Source: an optimization exercise on an open RTL-to-GDS flow (aim: small area). Production flows keep margins and buffers that such runs may drop.
Where RTL was checked, it was by simulation tests only, not by an equivalence proof against the original.
Power figures rest on the tool's default switching activity, not on a simulated workload.

==> onyx: inputs <==
## rv_top
module rv_top (
    input  logic        clk,
    input  logic        reset,
    output logic [31:0] inst_addr,
    input  logic [31:0] inst_data,
    input  logic        inst_valid,
    output logic        halted,
    output logic        retire_valid,
    output logic        retire_rd_wen,
    output logic [31:0] retire_pc,
    output logic [4:0]  retire_rd_addr,
    output logic [31:0] retire_rd_data
);
clock: 16.0 ns
lec_check: 0
abc_area: 1
cap_margin: 20
core_margin: 2
core_utilization: 58
slew_margin: 20
standard.sh (not shown) runs the stock make flow with config.mk's settings and CLKGATE_MAP_FILE= SYNTH_SCRIPT=/design/flow/synth_recipe.tcl, a recipe that flattens the netlist after the stock synthesis.
==> flow/flow/run.sh <==
#!/bin/bash
# Standard ORFS layout with these changes:
#  - synthesis maps logic with the area-only ABC script in flow/abc_area.script
#    (same yosys flow, registers untouched; ABC buffers are removed at floorplan)
#  - port buffers are buf_1
#  - CTS without dummy loads, with clkbuf_8 clusters of up to 20 sinks, 60 um across
set -euo pipefail
mkdir -p scripts_mod
for f in "$FLOW_HOME"/scripts/*; do ln -sf "$f" scripts_mod/; done
rm -f scripts_mod/abc_area.script
cp flow/abc_area.script scripts_mod/abc_area.script
export SCRIPTS_DIR="$PWD/scripts_mod"
export BUFFER_PORTS_ARGS="-buffer_cell sky130_fd_sc_hd__buf_1"
export REMOVE_ABC_BUFFERS=1
export CTS_ARGS="-sink_clustering_enable -repair_clock_nets -dont_use_dummy_load -sink_clustering_size 20 -sink_clustering_max_diameter 60 -buf_list sky130_fd_sc_hd__clkbuf_8"
bash standard.sh > standard.log 2>&1
==> flow/flow/abc_area.script <==
strash
&get -n
&deepsyn -T 60
&put
dch
amap -F 2 -A 8
topo
==> maple (differences from onyx) <==
--- a/flow/design.v
+++ b/flow/design.v
@@ -72,42 +72,26 @@
     logic       fu, fj, fb, fi, sg;
     assign fu = is_lui || is_auipc;
     assign fj = is_jal;
     assign fb = is_br;
     assign fi = !(fu || fj || fb);
     assign sg = ir[31];
-    logic       use_a, use_u;
-    logic [3:0] mi;
-    logic [1:0] pair;
-    assign use_a = (ph <= 4'd5) && !fu;
-    assign use_u = (ph >= 4'd6) && (fu || (fj && ph <= 4'd9));
-    assign mi    = use_a ? ph + 4'd10 : ph;
-    always_comb begin
-        case (mi)
-            4'd6:    pair = ir[13:12];
-            4'd7:    pair = ir[15:14];
-            4'd8:    pair = ir[17:16];
-            4'd9:    pair = ir[19:18];
-            4'd10:   pair = ir[21:20];
-            4'd11:   pair = ir[23:22];
-            4'd12:   pair = ir[25:24];
-            4'd13:   pair = ir[27:26];
-            4'd14:   pair = ir[29:28];
-            default: pair = ir[31:30];
-        endcase
-        if (use_a || use_u) immb = pair;
-        else if (fu) immb = 2'b00;
-        else immb = {sg, sg};
-        if (ph == 4'd0) begin
-            immb[0] = pair[0] && fi;
-            if (fb) immb[1] = ir[8];
-        end
-        if (ph == 4'd1 && fb) immb = ir[10:9];
-        if (ph == 4'd2 && fb) immb[0] = ir[11];
-        if (ph == 4'd5 && fb) immb[1] = ir[7];
-        if (ph == 4'd5 && fj) immb[1] = ir[20];
+    always_comb begin
+        case (ph)
+            4'd0:  immb = {ir[21] & !fu & !fb | fb & ir[8], ir[20] & fi};
+            4'd1:  immb = fu ? 2'b00 : fb ? ir[10:9] : ir[23:22];
+            4'd2:  immb = fu ? 2'b00 : fb ? {ir[25], ir[11]} : ir[25:24];
+            4'd3:  immb = fu ? 2'b00 : ir[27:26];
+            4'd4:  immb = fu ? 2'b00 : ir[29:28];
+            4'd5:  immb = fu ? 2'b00 : {fb ? ir[7] : fj ? ir[20] : sg, ir[30]};
+            4'd6:  immb = (fu || fj) ? ir[13:12] : {sg, sg};
+            4'd7:  immb = (fu || fj) ? ir[15:14] : {sg, sg};
+            4'd8:  immb = (fu || fj) ? ir[17:16] : {sg, sg};
+            4'd9:  immb = (fu || fj) ? ir[19:18] : {sg, sg};
+            default: immb = fu ? ir[{ph, 1'b0} +: 2] : {sg, sg};
+        endcase
     end
     logic        wb_act;
     logic [1:0]  wdat;
     logic [1:0]  tap [0:31];
     assign wb_act = post && wen;
     assign wdat   = clr ? 2'b00 : r[1:0];
@@ -124,28 +108,15 @@
         assign sel = wsa[gi % 4] && wsb[gi / 4];
         always_ff @(posedge clk) begin
             q <= {(sel ? wdat : q[1:0]), q[31:2]};
         end
         assign tap[gi] = q[1:0];
     end
-    logic       cap, ret;
-    logic [4:0] ra1;
-    assign ret = post && (ph == 4'd0);
-    assign cap = inst_valid && !irv && !halt_q && !ret;
-    assign ra1 = cap ? inst_data[19:15] : ir[19:15];
-    logic [1:0] l1a [0:7];
-    logic [1:0] l1b [0:7];
-    always_comb begin
-        for (int g = 0; g < 8; g++) begin
-            l1a[g] = tap[4 * g + ra1[1:0]];
-            l1b[g] = tap[4 * g + ir[21:20]];
-        end
-    end
     logic [1:0] a, b, rs2b, pcb;
-    assign a    = l1a[ra1[4:2]];
-    assign rs2b = l1b[ir[24:22]];
+    assign a    = tap[ir[19:15]];
+    assign rs2b = tap[ir[24:20]];
     assign b    = (is_opi || is_jalr) ? immb : rs2b;
     assign pcb  = npc[1:0];
     logic       sub, p0, p1;
     logic [1:0] bx, sm, tg, inc;
     logic       cm_in, cm0, cm1, ct_in, ct0, ct1, ci_in, ci0, ci1;
     assign sub   = is_br || (is_alu && (f3 == 3'b010 || f3 == 3'b011))
@@ -221,43 +192,43 @@
             endcase
         end
         if (is_jal) nstr = tg;
         else if (is_jalr) nstr = {sm[1], sm[0] && (ph != 4'd0)};
         else nstr = inc;
     end
-    logic sg_pre, sg_fwd;
-    assign sg_fwd = clr || (wb_act && (wb_rd == ra1));
-    assign fill = ex && rsh && ir[30] && sg_pre;
+    assign fill = rsh && ir[30] && a[1];
     assign fix  = ex && sll && (ph == 4'd2) && (m == 4'd15);
     assign hold = ex && sll && (ph >= 4'd2) && ({1'b0, ph} + {1'b0, m} >= 5'd16) && !fix;
     logic [4:0]  u;
-    logic [31:0] at_ins;     
+    logic [32:0] t;          
     logic [1:0]  ins;
     logic        be, bo;
     logic [31:0] r_next;
     always_comb begin
         if (ex && rsh) u = ~s_eff;
         else if (ex && slt) u = 5'd1;
         else u = 5'd31;
-        for (int p = 0; p < 32; p++) at_ins[p] = (u == p) || (u == p + 1);
+        for (int i = 0; i < 33; i++) t[i] = (i < u);
     end
     assign ins = ex ? res : 2'b00;
     assign be  = u[0] ? ins[0] : ins[1];
     assign bo  = u[0] ? ins[1] : ins[0];
     always_comb begin
         for (int p = 0; p < 32; p++) begin
             if (hold || (fix && p < 28)) r_next[p] = r[p];
             else if (fix) r_next[p] = (p >= 30) ? r[(p >= 2) ? p - 2 : 0] : 1'b0;
-            else if (at_ins[p]) r_next[p] = (p % 2 == 0) ? be : bo;
-            else if (p >= 30) r_next[p] = fill;
-            else r_next[p] = r[(p < 30) ? p + 2 : 31];
-        end
-    end
+            else if (t[p + 1]) r_next[p] = r[(p < 30) ? p + 2 : 31];
+            else if ((p == 0) || t[(p > 0) ? p - 1 : 0]) r_next[p] = (p % 2 == 0) ? be : bo;
+            else r_next[p] = fill;
+        end
+    end
+    logic cap, ret;
+    assign ret = post && (ph == 4'd0);
+    assign cap = inst_valid && !irv && !halt_q && !ret;
     always_ff @(posedge clk) begin
         r <= r_next;
-        if (ph == 4'd15) sg_pre <= sg_fwd ? wdat[1] : a[1];
         dly <= a[1];
         c_main <= cm1;
         c_tgt  <= ct1;
         c_inc  <= ci1;
         neq    <= neq_now;
         if (ph == 4'd0) s_reg[1:0] <= b;
==> flow/flow/run.sh (replaced) <==
#!/bin/bash
# Standard ORFS layout with these changes:
#  - synthesis maps logic with the area-only ABC script in flow/abc_area.script
#    (same yosys flow, registers untouched; ABC buffers are removed at floorplan)
#  - port buffers are buf_1
#  - CTS without dummy loads, with clkbuf_8 clusters of up to 18 sinks
set -euo pipefail
mkdir -p scripts_mod
for f in "$FLOW_HOME"/scripts/*; do ln -sf "$f" scripts_mod/; done
rm -f scripts_mod/abc_area.script
cp flow/abc_area.script scripts_mod/abc_area.script
export SCRIPTS_DIR="$PWD/scripts_mod"
export BUFFER_PORTS_ARGS="-buffer_cell sky130_fd_sc_hd__buf_1"
export REMOVE_ABC_BUFFERS=1
export CTS_ARGS="-sink_clustering_enable -repair_clock_nets -dont_use_dummy_load -sink_clustering_size 18 -sink_clustering_max_diameter 80 -buf_list sky130_fd_sc_hd__clkbuf_8"
bash standard.sh > standard.log 2>&1
==> flow/flow/abc_area.script (replaced) <==
strash
dch -f
amap
topo
==> nickel (differences from onyx) <==
--- a/flow/design.v
+++ b/flow/design.v
@@ -124,27 +124,22 @@
         assign sel = wsa[gi % 4] && wsb[gi / 4];
         always_ff @(posedge clk) begin
             q <= {(sel ? wdat : q[1:0]), q[31:2]};
         end
         assign tap[gi] = q[1:0];
     end
-    logic       cap, ret;
-    logic [4:0] ra1;
-    assign ret = post && (ph == 4'd0);
-    assign cap = inst_valid && !irv && !halt_q && !ret;
-    assign ra1 = cap ? inst_data[19:15] : ir[19:15];
     logic [1:0] l1a [0:7];
     logic [1:0] l1b [0:7];
     always_comb begin
         for (int g = 0; g < 8; g++) begin
-            l1a[g] = tap[4 * g + ra1[1:0]];
+            l1a[g] = tap[4 * g + ir[16:15]];
             l1b[g] = tap[4 * g + ir[21:20]];
         end
     end
     logic [1:0] a, b, rs2b, pcb;
-    assign a    = l1a[ra1[4:2]];
+    assign a    = l1a[ir[19:17]];
     assign rs2b = l1b[ir[24:22]];
     assign b    = (is_opi || is_jalr) ? immb : rs2b;
     assign pcb  = npc[1:0];
     logic       sub, p0, p1;
     logic [1:0] bx, sm, tg, inc;
     logic       cm_in, cm0, cm1, ct_in, ct0, ct1, ci_in, ci0, ci1;
@@ -221,43 +216,43 @@
             endcase
         end
         if (is_jal) nstr = tg;
         else if (is_jalr) nstr = {sm[1], sm[0] && (ph != 4'd0)};
         else nstr = inc;
     end
-    logic sg_pre, sg_fwd;
-    assign sg_fwd = clr || (wb_act && (wb_rd == ra1));
-    assign fill = ex && rsh && ir[30] && sg_pre;
+    assign fill = rsh && ir[30] && a[1];
     assign fix  = ex && sll && (ph == 4'd2) && (m == 4'd15);
     assign hold = ex && sll && (ph >= 4'd2) && ({1'b0, ph} + {1'b0, m} >= 5'd16) && !fix;
     logic [4:0]  u;
-    logic [31:0] at_ins;     
+    logic [32:0] t;          
     logic [1:0]  ins;
     logic        be, bo;
     logic [31:0] r_next;
     always_comb begin
         if (ex && rsh) u = ~s_eff;
         else if (ex && slt) u = 5'd1;
         else u = 5'd31;
-        for (int p = 0; p < 32; p++) at_ins[p] = (u == p) || (u == p + 1);
+        for (int i = 0; i < 33; i++) t[i] = (i < u);
     end
     assign ins = ex ? res : 2'b00;
     assign be  = u[0] ? ins[0] : ins[1];
     assign bo  = u[0] ? ins[1] : ins[0];
     always_comb begin
         for (int p = 0; p < 32; p++) begin
             if (hold || (fix && p < 28)) r_next[p] = r[p];
             else if (fix) r_next[p] = (p >= 30) ? r[(p >= 2) ? p - 2 : 0] : 1'b0;
-            else if (at_ins[p]) r_next[p] = (p % 2 == 0) ? be : bo;
-            else if (p >= 30) r_next[p] = fill;
-            else r_next[p] = r[(p < 30) ? p + 2 : 31];
+            else if (t[p + 1]) r_next[p] = r[(p < 30) ? p + 2 : 31];
+            else if ((p == 0) || t[(p > 0) ? p - 1 : 0]) r_next[p] = (p % 2 == 0) ? be : bo;
+            else r_next[p] = fill;
         end
     end
+    logic cap, ret;
+    assign ret = post && (ph == 4'd0);
+    assign cap = inst_valid && !irv && !halt_q && !ret;
     always_ff @(posedge clk) begin
         r <= r_next;
-        if (ph == 4'd15) sg_pre <= sg_fwd ? wdat[1] : a[1];
         dly <= a[1];
         c_main <= cm1;
         c_tgt  <= ct1;
         c_inc  <= ci1;
         neq    <= neq_now;
         if (ph == 4'd0) s_reg[1:0] <= b;
==> flow/flow/abc_area.script (replaced) <==
strash
dch -f
amap
topo
==> qor summary <==
quantity	maple	onyx	nickel
Delay of the slowest cell on the worst path	0.72 ns	0.59 ns	0.71 ns
Clock network fraction of total power	28.7%	27.7%	28.3%
Met2 routing resource usage after global routing	36.5%	33.7%	32.7%
Run status	finished clean	finished clean	finished clean
Average size of a mapped cell	13.4 um2	14.0 um2	13.3 um2
Routed metal-1 wirelength	27.2 mm	27.0 mm	25.8 mm
Total buffers and inverters traversed by the critical path	6	7	5
DIE AREA	52600 um2	51000 um2	52000 um2
Number of core rows	82	81	82
Power per standard cell area	131 nW/um2	136 nW/um2	132 nW/um2
Total clock buffers created by CTS	75	70	71
Number of instances in the placed design	2995	2824	2986
Routed WL	59.4 mm	56.2 mm	54.7 mm
RD Place Congestion	0.885	0.937	0.884
Non-Clock Buffer Count	152	155	151
Final instance area	31800 um2	30800 um2	31300 um2
The RTL of nickel was laid out without a check of its function.

---

==> inputs of build 7 <==
Another version of the RTL of rv_top (not shown whole).
==> flow/config.mk <==
export PLATFORM = sky130hd
export DESIGN_NAME = rv_top
export DESIGN_NICKNAME = rv_top
export VERILOG_FILES = /design/flow/design.v
export SDC_FILE = /design/flow/constraint.sdc
export NUM_CORES = 4
export LEC_CHECK = 0
export ABC_AREA = 1
export CAP_MARGIN = 0
export CORE_MARGIN = 2
export CORE_UTILIZATION = 58
export SLEW_MARGIN = 0
==> flow/constraint.sdc <==
create_clock -name core_clock -period 16.0 [get_ports {clk}]
set_input_delay 3.2000 -clock core_clock [delete_from_list [all_inputs] [get_ports {clk}]]
set_output_delay 3.2000 -clock core_clock [all_outputs]
set_load 0.01 [all_outputs]
==> flow/flow/run.sh <==
#!/bin/bash
# Standard ORFS layout with these changes:
#  - synthesis maps logic with the area-only ABC script in flow/abc_area.script
#    (same yosys flow, registers untouched; ABC buffers are removed at floorplan)
#  - port buffers are buf_1
#  - CTS without dummy loads, with clkbuf_8 clusters of up to 20 sinks, 60 um across
set -euo pipefail
mkdir -p scripts_mod
for f in "$FLOW_HOME"/scripts/*; do ln -sf "$f" scripts_mod/; done
rm -f scripts_mod/abc_area.script
cp flow/abc_area.script scripts_mod/abc_area.script
export SCRIPTS_DIR="$PWD/scripts_mod"
export BUFFER_PORTS_ARGS="-buffer_cell sky130_fd_sc_hd__buf_1"
export REMOVE_ABC_BUFFERS=1
export CTS_ARGS="-sink_clustering_enable -repair_clock_nets -dont_use_dummy_load -sink_clustering_size 20 -sink_clustering_max_diameter 60 -buf_list sky130_fd_sc_hd__clkbuf_8"
bash standard.sh > standard.log 2>&1
==> flow/flow/abc_area.script <==
strash
dc2
&get -n
&deepsyn -T 60 -S 7
&put
dch -f
amap -F 2 -A 8
topo
==> inputs of build 10, as changes to build 7 <==
--- a/flow/design.v
+++ b/flow/design.v
@@ -30,11 +30,10 @@
     logic        taken;      
     logic        wen;        
     logic        halt_q;
     logic [4:0]  wb_rd;
     logic [31:0] pc;         
-    logic [31:1] pc_q;       
     logic [31:0] npc;        
     logic [31:0] r;          
     logic [31:7] ir;
     logic [3:0]  cls;
     logic        c_main, c_tgt, c_inc, neq, dly;
@@ -126,25 +125,20 @@
         always_ff @(posedge clk) begin
             q <= {(sel ? wdat : q[1:0]), q[31:2]};
         end
         assign tap[gi] = q[1:0];
     end
-    logic       cap, ret;
-    logic [4:0] ra1;
-    assign ret = post && (ph == 4'd0);
-    assign cap = inst_valid && !irv && !halt_q && !ret;
-    assign ra1 = cap ? inst_data[19:15] : ir[19:15];
     logic [1:0] l1a [0:7];
     logic [1:0] l1b [0:7];
     always_comb begin
         for (int g = 0; g < 8; g++) begin
-            l1a[g] = tap[4 * g + ra1[1:0]];
+            l1a[g] = tap[4 * g + ir[16:15]];
             l1b[g] = tap[4 * g + ir[21:20]];
         end
     end
     logic [1:0] a, b, rs2b, pcb;
-    assign a    = l1a[ra1[4:2]];
+    assign a    = l1a[ir[19:17]];
     assign rs2b = l1b[ir[24:22]];
     assign b    = (is_opi || is_jalr) ? immb : rs2b;
     assign pcb  = npc[1:0];
     logic       sub, p0, p1;
     logic [1:0] bx, sm, tg, inc;
@@ -223,41 +217,41 @@
         end
         if (is_jal) nstr = tg;
         else if (is_jalr) nstr = {sm[1], sm[0] && (ph != 4'd0)};
         else nstr = inc;
     end
-    logic sg_pre, sg_fwd;
-    assign sg_fwd = clr || (wb_act && (wb_rd == ra1));
-    assign fill = ex && rsh && ir[30] && sg_pre;
+    assign fill = rsh && ir[30] && a[1];
     assign fix  = ex && sll && (ph == 4'd2) && (m == 4'd15);
     assign hold = ex && sll && (ph >= 4'd2) && ({1'b0, ph} + {1'b0, m} >= 5'd16) && !fix;
     logic [4:0]  u;
-    logic [31:0] at_ins;     
+    logic [32:0] t;          
     logic [1:0]  ins;
     logic        be, bo;
     logic [31:0] r_next;
     always_comb begin
         if (ex && rsh) u = ~s_eff;
         else if (ex && slt) u = 5'd1;
         else u = 5'd31;
-        for (int p = 0; p < 32; p++) at_ins[p] = (u == p) || (u == p + 1);
+        for (int i = 0; i < 33; i++) t[i] = (i < u);
     end
     assign ins = ex ? res : 2'b00;
     assign be  = u[0] ? ins[0] : ins[1];
     assign bo  = u[0] ? ins[1] : ins[0];
     always_comb begin
         for (int p = 0; p < 32; p++) begin
             if (hold || (fix && p < 28)) r_next[p] = r[p];
             else if (fix) r_next[p] = (p >= 30) ? r[(p >= 2) ? p - 2 : 0] : 1'b0;
-            else if (at_ins[p]) r_next[p] = (p % 2 == 0) ? be : bo;
-            else if (p >= 30) r_next[p] = fill;
-            else r_next[p] = r[(p < 30) ? p + 2 : 31];
+            else if (t[p + 1]) r_next[p] = r[(p < 30) ? p + 2 : 31];
+            else if ((p == 0) || t[(p > 0) ? p - 1 : 0]) r_next[p] = (p % 2 == 0) ? be : bo;
+            else r_next[p] = fill;
         end
     end
+    logic cap, ret;
+    assign ret = post && (ph == 4'd0);
+    assign cap = inst_valid && !irv && !halt_q && !ret;
     always_ff @(posedge clk) begin
         r <= r_next;
-        if (ph == 4'd15) sg_pre <= sg_fwd ? wdat[1] : a[1];
         dly <= a[1];
         c_main <= cm1;
         c_tgt  <= ct1;
         c_inc  <= ci1;
         neq    <= neq_now;
@@ -284,11 +278,11 @@
             clr    <= 1'b1;
             irv    <= 1'b0;
             ex     <= 1'b0;
             post   <= 1'b0;
             halt_q <= 1'b0;
-            pc_q   <= 31'h4000_0000;
+            pc     <= 32'h8000_0000;
         end else begin
             ph <= ph + 4'd1;
             if (cap) irv <= 1'b1;
             if (ph == 4'd15) begin
                 clr  <= 1'b0;
@@ -297,14 +291,13 @@
                 if (ex) begin
                     irv <= 1'b0;
                     if (is_ebrk) halt_q <= 1'b1;
                 end
             end
-            if (ret) pc_q <= taken ? r[31:1] : npc[31:1];
+            if (ret) pc <= taken ? r : npc;
         end
     end
-    assign pc             = {pc_q, 1'b0};
     assign inst_addr      = pc;
     assign halted         = halt_q;
     assign retire_valid   = ret;
     assign retire_pc      = pc;
     assign retire_rd_wen  = wen;
==> flow/flow/run.sh (replaced) <==
#!/bin/bash
# Standard ORFS layout with these changes:
#  - synthesis maps logic with the area-only ABC script in flow/abc_area.script
#    (same yosys flow, registers untouched; ABC buffers are removed at floorplan)
#  - port buffers are buf_1
#  - CTS without dummy loads, with clkbuf_8 clusters of up to 18 sinks, 70 um across
set -euo pipefail
mkdir -p scripts_mod
for f in "$FLOW_HOME"/scripts/*; do ln -sf "$f" scripts_mod/; done
rm -f scripts_mod/abc_area.script
cp flow/abc_area.script scripts_mod/abc_area.script
export SCRIPTS_DIR="$PWD/scripts_mod"
export BUFFER_PORTS_ARGS="-buffer_cell sky130_fd_sc_hd__buf_1"
export REMOVE_ABC_BUFFERS=1
export CTS_ARGS="-sink_clustering_enable -repair_clock_nets -dont_use_dummy_load -sink_clustering_size 18 -sink_clustering_max_diameter 70 -buf_list sky130_fd_sc_hd__clkbuf_8"
bash standard.sh > standard.log 2>&1
==> flow/flow/abc_area.script (replaced) <==
strash
dch
amap -F 2 -A 8
topo
==> flow/config.mk (replaced) <==
export PLATFORM = sky130hd
export DESIGN_NAME = rv_top
export DESIGN_NICKNAME = rv_top
export VERILOG_FILES = /design/flow/design.v
export SDC_FILE = /design/flow/constraint.sdc
export NUM_CORES = 4
export LEC_CHECK = 0
export ABC_AREA = 1
export CAP_MARGIN = 20
export CORE_MARGIN = 2
export CORE_UTILIZATION = 58
export SLEW_MARGIN = 20
==> inputs of build 90, as changes to build 7 <==
==> flow/flow/abc_area.script (replaced) <==
strash
&get -n
&deepsyn -T 60
&put
dch
amap -F 2 -A 8
topo
==> flow/config.mk (replaced) <==
export PLATFORM = sky130hd
export DESIGN_NAME = rv_top
export DESIGN_NICKNAME = rv_top
export VERILOG_FILES = /design/flow/design.v
export SDC_FILE = /design/flow/constraint.sdc
export NUM_CORES = 4
export LEC_CHECK = 0
export ABC_AREA = 1
export CAP_MARGIN = 20
export CORE_MARGIN = 2
export CORE_UTILIZATION = 58
export SLEW_MARGIN = 20
==> summary.txt <==
- Build 10 completed without violations. Build 90 ran to the end with no violations. Build 7 produced a clean layout.
- In build 90 the count of clock-buffer cells in the layout is lower than in build 10, by 5.
- Total power, highest first: build 90, build 10, build 7.
- Die area: build 10 is larger than build 7 (about 1.5%).
- Design area, lowest first: build 7, build 90, build 10.
- In sequential cell count, build 7 and build 10 do not differ.
- Clock skew, lowest first: build 10, build 7, build 90.
- Of build 10 and build 90, build 10 has the higher global-route usage (gap 0.22 points).
- The lowest register-to-register slack belongs to build 7, the highest to build 10.
==> figures <==
Non-clock buffer share of cell area: build 7 0.0190; build 90 0.0193; build 10 0.0201
Number of standard cells in the layout, taps in and fillers out: build 7 2,808; build 90 2,819; build 10 2,955
Met2 layer usage reported by global route: build 7 0.322; build 90 0.313; build 10 0.317
Largest net degree at the start of global routing: build 7 37; build 90 37; build 10 39
Die footprint: build 7 50,600 µm²; build 90 50,800 µm²; build 10 51,400 µm²
Longest individual stage delay on the worst path: build 7 0.71 ns; build 90 0.90 ns; build 10 0.77 ns
Area of all placed cells without fillers: build 7 30,400 µm²; build 90 30,600 µm²; build 10 31,100 µm²
Crit Reg-Reg Startpoint: build 7 ph[0]$_SDFF_PP0_; build 90 ph[0]$_SDFF_PP0_; build 10 ph[1]$_SDFF_PP0_
Skew final: build 7 0.0782 ns; build 90 0.0996 ns; build 10 0.0713 ns
Clock buffer count: build 7 70; build 90 71; build 10 76
Compound-Gate Fraction of Synth Area: build 7 0.0819; build 90 0.0783; build 10 0.0834
VDD IR max: build 7 0.122 mV; build 90 0.103 mV; build 10 0.114 mV
Crit path buf inv count: build 7 6; build 90 5; build 10 5
Clock net power: build 7 0.00115 W; build 90 0.00116 W; build 10 0.00120 W
Top cell type's share of synthesized area: build 7 0.756; build 90 0.753; build 10 0.745
Layout Utilization: build 7 0.634; build 90 0.628; build 10 0.635
Outcome: build 7 no timing/DRC/antenna violations; build 90 no timing/DRC/antenna violations; build 10 no timing/DRC/antenna violations
The RTL of build 10 was laid out without a check of its function.

[separate check: timing with driven ports]
The results above use ideal ports. As a check the final layouts listed here were re-extracted and re-timed, cells and wires unchanged. Step 1 (the two cells are an assumption about what drives the block):
set clk [get_ports {clk}]
set_driving_cell -lib_cell sky130_fd_sc_hd__clkbuf_16 $clk
set_driving_cell -lib_cell sky130_fd_sc_hd__buf_2 [delete_from_list [all_inputs] $clk]
Step 2 also shifts input and output timing later by t, the mid clock arrival at the registers, as if the neighbouring blocks saw the same clock. Three values: ideal ports, drivers, drivers and shift; two values: the first two.
| run | t (ns) | slack for setup (ns) | worst register clock-pin slew, ns | pins driven straight from the clock port |
|---|---|---|---|---|
| onyx | 0.697 | 5.903 / 5.910 / 5.213 | 0.12 / 0.12 | 1 |
| maple | 0.698 | 8.413 / 8.413 / 8.413 | 0.11 / 0.11 | 1 |
| nickel | 0.688 | 7.147 / 7.147 / 7.147 | 0.12 / 0.12 | 1 |
| build 7 | 0.696 | 6.103 / 6.134 / 5.438 | 0.12 / 0.12 | 1 |
| build 10 | 0.693 | 7.310 / 7.310 / 7.310 | 0.12 / 0.12 | 1 |
| build 90 | 0.681 | 6.331 / 6.359 / 5.678 | 0.12 / 0.12 | 1 |
After both steps setup and hold are still met in every run listed. For onyx, which loses most, drivers alone change the setup slack by +0.007 ns; drivers and shift together by -0.690 ns.
